This is an optimization exercise on Yosys and OpenROAD, whose aim is small area, a short achievable clock period and few clock cycles per item, not a production implementation.
At most, simulation tests tie the RTL to the original design; equivalence was not proved.
The clock port is modelled as an ideal driver; clocking choices that lean on that would not hold on a real chip.
Power figures rest on the tool's default switching activity, not on a simulated workload.

==> flow/design.v (excerpt) <==
module weight_loader (
    input  logic                     clk,
    input  logic                     reset,
    input  logic                     start,
    input  logic                     stall,          
    input  logic                     single_ch,      
    input  logic [6:0]               ch_groups,
    input  logic [5:0]               out_ch,
    input  logic [13:0]              base_addr,
    input  logic [31:0]              rom_data_0,
    input  logic [31:0]              rom_data_1,
    input  logic [31:0]              rom_data_2,
    input  logic [31:0]              rom_data_3,
    output logic                     rom_rd_en,
    output logic [13:0]              rom_addr,
    output logic [127:0]             col_weights,    
    output logic                     idle,
    output logic                     done
);
Size: ~980 cells after synthesis, roughly 200 flip-flops, roughly 10000 sq um of cells after synthesis.
export LEC_CHECK = 0
export CAP_MARGIN = 20
export CORE_MARGIN = 2
export CORE_UTILIZATION = 60
export PLACE_DENSITY = 0.72
export SETUP_SLACK_MARGIN = 4.5
export SLEW_MARGIN = 20
create_clock -name core_clock -period 8.0 [get_ports {clk}]
standard.sh (not shown) runs the stock make flow with config.mk's settings and CLKGATE_MAP_FILE= SYNTH_SCRIPT=/design/flow/synth_recipe.tcl, a recipe that flattens the netlist after the stock synthesis.
==> flow/flow/run.sh <==
#!/bin/bash
# The standard layout, with the port buffers made of the smallest buffer cell
# instead of the default choice, and after clock tree synthesis the stall
# input buffer wired straight to the rom_rd_en gate (flow/post_cts.tcl).
# Each tool's output goes to ORFS's own logs under orfs/logs/; make's output
# goes to standard.log.
set -euo pipefail
export BUFFER_PORTS_ARGS="-buffer_cell sky130_fd_sc_hd__buf_1"
export POST_CTS_TCL="$PWD/flow/post_cts.tcl"
bash standard.sh > standard.log 2>&1
Other scripts of this flow, unchanged in this note and not shown: flow/flow/post_cts.tcl
Testbench counts at the start, summed over its fixed seeds: cycles 14,372, groups 499.
Edit:
Settings changed: CORE_UTILIZATION 60 to 40, PLACE_DENSITY 0.72 to 0.6, SETUP_SLACK_MARGIN 4.5 to 4.4.
Wire length climbs by 4.5%.
Cell area drops by 0.88%.
Worst hold slack is worse by 6.6 ps.
Synthesized cell count stays the same.
Power drops by 0.73%.
Global-route usage drops by 11 points.
Combinational power drops by about 6%.
Area after synthesis stays the same.
Clock power hardly moves.
Register-to-register slack is about the same.
Edit:
Settings changed: GPL_TIMING_DRIVEN set to 0, SETUP_SLACK_MARGIN 4.4 to 4.5.
=> The changed run produced a clean layout. Worst hold slack improves by 9.9 ps. Non-clock buffer count rose by 67. Design area rose by a few percent.
Edit:
Settings changed: CORE_UTILIZATION 40 to 50, GPL_TIMING_DRIVEN 0 to not set, PLACE_DENSITY 0.6 to 0.65.
After rerunning: The changed run finished with timing, DRC and antenna clean. Cell area fell by 2.2%. Non-clock buffer count goes down by 51. Worst setup slack gets better by 22 ps. Area after synthesis stays the same. First-iteration DRC count drops by 13%. Total power decreases by 3.3%. Via count is lower by 3.7%.

The RTL this note starts from:
==> flow/design.v <==
`timescale 1ns/1ps
`default_nettype none
package wl_data_pkg;
    typedef logic [8-1:0] weight_t;
    typedef logic [4*8-1:0] weight_vec_t;
    typedef union packed {
        weight_vec_t                  by_ch;     
        weight_t [4-1:0]     by_col;    
    } rom_word_u;
    typedef logic [4*4*4*8-1:0] kernel_t;
endpackage
`default_nettype wire
`timescale 1ns/1ps
`default_nettype none
package wl_ctrl_pkg;
    typedef logic [14-1:0]   rom_addr_t;    
    typedef logic [7-1:0]  group_t;       
    typedef logic [6-1:0] out_ch_t;      
    typedef logic [$clog2(4)-1:0]            row_t;   
    typedef logic [$clog2(4*4)-1:0] pos_t;   
    typedef enum logic [1:0] {
        SEQ_IDLE,
        SEQ_RUN,
        SEQ_DONE
    } seq_state_t;
    typedef enum logic [2:0] {
        L_IDLE,
        L_SKEW,      
        L_BURST,     
        L_GAP,       
        L_DONE
    } lane_state_t;
endpackage
`default_nettype wire
`timescale 1ns/1ps
`default_nettype none
module weight_loader (
    input  logic                     clk,
    input  logic                     reset,
    input  logic                     start,
    input  logic                     stall,          
    input  logic                     single_ch,      
    input  logic [6:0]               ch_groups,
    input  logic [5:0]               out_ch,
    input  logic [13:0]              base_addr,
    input  logic [31:0]              rom_data_0,
    input  logic [31:0]              rom_data_1,
    input  logic [31:0]              rom_data_2,
    input  logic [31:0]              rom_data_3,
    output logic                     rom_rd_en,
    output logic [13:0]              rom_addr,
    output logic [127:0]             col_weights,    
    output logic                     idle,
    output logic                     done
);
    logic        run_q;          
    logic        done_q;         
    logic [2:0]  ph_q;           
    logic [1:0]  row_q;          
    logic [6:0]  grp_q;          
    logic        rdn_q;          
    logic        rdv_q;          
    logic [13:0] addr_q;         
    logic [3:0]  vn_q;           
    logic [3:0]  vhn_q;          
    logic        step;
    logic        go;
    logic        pre;
    logic        last;
    logic        ph6;
    logic        row3;
    logic        fin;
    logic        v0_n;
    logic        horner;
    logic        hb_n;
    logic        hb_q;           
    logic [13:0] add_b;
    logic [13:0] sum;
    logic [11:0] mcand;          
    assign step = !stall;
    assign go   = start && !run_q;
    assign pre  = (grp_q == 7'd0);            
    assign last = (grp_q == ch_groups);
    assign ph6  = (ph_q == 3'd6);
    assign row3 = (row_q == 2'd3);
    assign fin  = ph6 && row3 && last;
    assign v0_n = run_q && (ph6 ? (row3 ? !last : !pre) : (ph_q < 3'd3 && !pre));
    assign horner = pre && !(row3 && (ph_q == 3'd5 || ph_q == 3'd6));
    assign mcand  = c3_q[11:0];
    always_comb begin
        case ({row_q[0], ph_q})
            4'b0_101: hb_n = ch_groups[1];
            4'b0_110: hb_n = ch_groups[2];
            4'b1_000: hb_n = ch_groups[3];
            4'b1_001: hb_n = ch_groups[4];
            4'b1_010: hb_n = ch_groups[5];
            default:  hb_n = ch_groups[6];
        endcase
        if (go)   hb_n = ch_groups[0];
    end
    always_comb begin
        if (horner) add_b = hb_q ? {mcand, 2'b00} : 14'd0;
        else        add_b = single_ch ? 14'd4 : 14'd1;
    end
    assign sum = addr_q + add_b;
    always_ff @(posedge clk) begin
        if (reset) begin
            run_q  <= 1'b0;
            done_q <= 1'b0;
            rdn_q  <= 1'b1;
            vn_q   <= '1;
            vhn_q  <= '1;
        end else if (step) begin
            vn_q  <= {vn_q[2:0], !v0_n};
            vhn_q <= {vhn_q[2:0], !(v0_n && !single_ch)};
            if (go) begin
                run_q  <= 1'b1;
                done_q <= 1'b0;
                rdn_q  <= 1'b1;
            end else if (run_q) begin
                if (fin) begin
                    run_q  <= 1'b0;
                    done_q <= 1'b1;
                end
                rdn_q <= !((ph_q == 3'd4) &&
                          (single_ch ? (row3 && !last) : (!row3 || !last)));
            end
        end
    end
    always_ff @(posedge clk) begin
        if (step) begin
            hb_q <= hb_n;
            if (go) begin
                ph_q  <= 3'd5;
                row_q <= 2'd2;
                grp_q <= '0;
            end else begin
                ph_q <= ph6 ? 3'd0 : ph_q + 3'd1;
                if (ph6) begin
                    row_q <= row_q + 2'd1;
                    if (row3) grp_q <= grp_q + 7'd1;
                end
            end
        end
    end
    assign rom_rd_en = !(rdn_q || stall);
    assign rom_addr  = addr_q;
    always_ff @(posedge clk) begin
        rdv_q <= rom_rd_en && !reset;
        if (step && go) begin
            addr_q <= base_addr;
        end else if ((step && run_q && horner) || rom_rd_en) begin
            addr_q <= sum;
        end
    end
    assign idle = !run_q;
    assign done = done_q;
    logic [31:0] rn_q [4];       
    logic [31:0] c3_q;           
    logic        dstep;          
    logic        reg_m;
    logic        sgl_m;
    logic        ph0, ph1, ph2, ph012;
    logic        row0, row1, row2;
    assign dstep = step && run_q;
    assign reg_m = dstep && !single_ch;
    assign sgl_m = dstep && single_ch;
    assign ph0   = (ph_q == 3'd0);
    assign ph1   = (ph_q == 3'd1);
    assign ph2   = (ph_q == 3'd2);
    assign ph012 = (ph_q < 3'd3);
    assign row0  = (row_q == 2'd0);
    assign row1  = (row_q == 2'd1);
    assign row2  = (row_q == 2'd2);
    always_ff @(posedge clk) begin
        if (rdv_q) begin
            c3_q <= rom_data_3;
        end else if (step && go) begin
            c3_q[11:0] <= 12'(out_ch);
        end else if (step && run_q && horner) begin
            c3_q[11:0] <= {c3_q[10:0], 1'b0};
        end
    end
    logic        s_r1, s_r2, s_c3, s_sh;     
    logic        t_r1, t_r2, t_c3;           
    logic        t_f1, t_f2;                 
    logic        s0_sh;                      
    logic        s0_r1, s0_r2;               
    logic        r0_en;
    logic [31:0] r0_n;
    always_comb begin
        s0_r1 = reg_m && ph0;
        s0_r2 = reg_m && ph1;
        s_c3  = (reg_m && ph2) || (sgl_m && ph6 && row2);
        s_r1  = s0_r1 || (sgl_m && ph6 && row0);
        s_r2  = s0_r2 || (sgl_m && ph6 && row1);
        s_sh  = sgl_m && ph012;
        s0_sh = s_sh || (sgl_m && ph6 && (row0 || row1));
        t_r1  = s_r1 || (sgl_m && ph0 && row1);
        t_r2  = s_r2;
        t_c3  = s_c3;
        t_f1  = sgl_m && ph0 && !row1;
        t_f2  = sgl_m && !ph0 && ph012;
        r0_en = rdv_q || s0_r1 || s0_r2 || s_c3 || s_r1 || s_r2 || s_sh || s0_sh;
        r0_n[7:0]   = ({8{rdv_q}} & ~rom_data_0[7:0])
                    | ({8{s0_r1}} & rn_q[1][7:0])
                    | ({8{s0_r2}} & rn_q[2][7:0])
                    | ({8{s_c3}}  & ~c3_q[7:0])
                    | ({8{s0_sh}} & rn_q[0][15:8]);
        r0_n[23:8]  = ({16{rdv_q}} & ~rom_data_0[23:8])
                    | ({16{s_r1}}  & rn_q[1][23:8])
                    | ({16{s_r2}}  & rn_q[2][23:8])
                    | ({16{s_c3}}  & ~c3_q[23:8])
                    | ({16{s_sh}}  & rn_q[0][31:16]);
        r0_n[31:24] = ({8{rdv_q}} & ~rom_data_0[31:24])
                    | ({8{t_r1}}  & rn_q[1][31:24])
                    | ({8{t_r2}}  & rn_q[2][31:24])
                    | ({8{t_c3}}  & ~c3_q[31:24])
                    | ({8{t_f1}}  & rn_q[1][7:0])
                    | ({8{t_f2}}  & rn_q[2][7:0]);
    end
    always_ff @(posedge clk) begin
        if (r0_en) rn_q[0] <= r0_n;
    end
    logic        c1_lo_en, c1_mid_en, c1_hi_en, c1_park;
    assign c1_lo_en  = rdv_q || (step && !ph6);
    assign c1_mid_en = rdv_q || (step && !ph6 && !single_ch);
    assign c1_park   = sgl_m && ph6 && row0;
    assign c1_hi_en  = c1_mid_en || c1_park;
    always_ff @(posedge clk) begin
        if (c1_lo_en)  rn_q[1][7:0]  <= rdv_q ? ~rom_data_1[7:0] : rn_q[0][7:0];
        if (c1_mid_en) rn_q[1][23:8] <= rdv_q ? ~rom_data_1[23:8] : rn_q[0][23:8];
        if (c1_hi_en)  rn_q[1][31:24] <= ({8{rdv_q}} & ~rom_data_1[31:24])
                                       | ({8{!rdv_q && !c1_park}} & rn_q[0][31:24])
                                       | ({8{!rdv_q && c1_park}} & rn_q[0][23:16]);
    end
    logic        c2_lo_en, c2_hi_en;
    assign c2_lo_en = rdv_q || (step && !ph6 && !ph0);
    assign c2_hi_en = rdv_q || (step && !ph6 && !ph0 && !single_ch);
    always_ff @(posedge clk) begin
        if (c2_lo_en) rn_q[2][7:0]  <= rdv_q ? ~rom_data_2[7:0] : rn_q[1][7:0];
        if (c2_hi_en) rn_q[2][31:8] <= rdv_q ? ~rom_data_2[31:8] : rn_q[1][31:8];
    end
    always_ff @(posedge clk) begin
        if (step) rn_q[3] <= rn_q[2];
    end
    for (genvar i = 0; i < 4; i++) begin : g_col
        assign col_weights[32*i +: 8]      = ~(rn_q[i][7:0]  | {8{vn_q[i]}});
        assign col_weights[32*i + 8 +: 24] = ~(rn_q[i][31:8] | {24{vhn_q[i]}});
    end
endmodule
`default_nettype wire
==> flow/config.mk <==
export PLATFORM = sky130hd
export DESIGN_NAME = weight_loader
export DESIGN_NICKNAME = weight_loader
export VERILOG_FILES = /design/flow/design.v
export SDC_FILE = /design/flow/constraint.sdc
export NUM_CORES = 4
export LEC_CHECK = 0
export CAP_MARGIN = 20
export CORE_MARGIN = 2
export CORE_UTILIZATION = 40
export CTS_BUF_LIST = sky130_fd_sc_hd__clkbuf_8 sky130_fd_sc_hd__clkbuf_16
export CTS_CLUSTER_SIZE = 30
export PLACE_DENSITY = 0.6
export SETUP_SLACK_MARGIN = 4.5
export SLEW_MARGIN = 20
==> flow/constraint.sdc <==
create_clock -name core_clock -period 8.0 [get_ports {clk}]
set_input_delay 1.6000 -clock core_clock [delete_from_list [all_inputs] [get_ports {clk}]]
set_output_delay 1.6000 -clock core_clock [all_outputs]
set_load 0.01 [all_outputs]
==> flow/flow/run.sh <==
#!/bin/bash
# The standard layout, with the port buffers made of the smallest buffer cell
# instead of the default choice. Each tool's output goes to ORFS's own logs
# under orfs/logs/; make's output goes to standard.log.
set -euo pipefail
export BUFFER_PORTS_ARGS="-buffer_cell sky130_fd_sc_hd__buf_1"
bash standard.sh > standard.log 2>&1
Change:
CTS_BUF_LIST = sky130_fd_sc_hd__clkbuf_8   (was sky130_fd_sc_hd__clkbuf_8 sky130_fd_sc_hd__clkbuf_16)
CTS_CLUSTER_DIAMETER = 50   (was unset)
CTS_CLUSTER_SIZE = 20   (was 30)
What happened: Maximum frequency hardly moves; routed wire length came out lower by 0.44%; final area came out lower by 1.9%; setup slack barely changes; die area is unchanged; count of clock-buffer cells in the layout does not change; total power decreases by 9.0%; via count barely changes; non-clock buffer count drops by 2.
Function was not checked in any run of this note: the RTL went through the layout flow alone.

what the ideal ports hide:
In the flow no input, the clock included, has a driving cell. The finished layouts below were timed again as built, in two steps.
Step 1 sets driving cells, clkbuf_16 on the clock port and buf_2 on the other inputs (assumed; they add their load-dependent delay and slew).
Step 2 also shifts input and output timing later by t, the mid clock arrival at the registers, as if the neighbouring blocks saw the same clock.
Slacks: no drivers / after step 1 / after step 2; pairs: no drivers / after step 1.
run | t, ns | setup WS [ns] | worst setup path after step 2 | latest minus earliest clock arrival (ns)
the first run of note 1 | 0.479 | 4.510 / 4.470 / 4.128 | input to register | 0.014 / 0.015
the second run of note 1 | 0.484 | 4.448 / 4.337 / 4.081 | input to register | 0.022 / 0.022
the third run of note 1 | 0.480 | 4.496 / 4.441 / 4.057 | input to register | 0.020 / 0.020
the fourth run of note 1 | 0.474 | 4.518 / 4.473 / 4.141 | input to register | 0.012 / 0.012
the first run of note 2 | 0.483 | 4.416 / 4.377 / 4.087 | input to register | 0.017 / 0.017
the second run of note 2 | 0.538 | 4.419 / 4.376 / 4.065 | input to register | 0.023 / 0.023
After both steps every run listed still meets setup and hold. The setup slack of the third run of note 1, which loses most, moves by -0.055 ns with the drivers and by -0.439 ns with both steps.
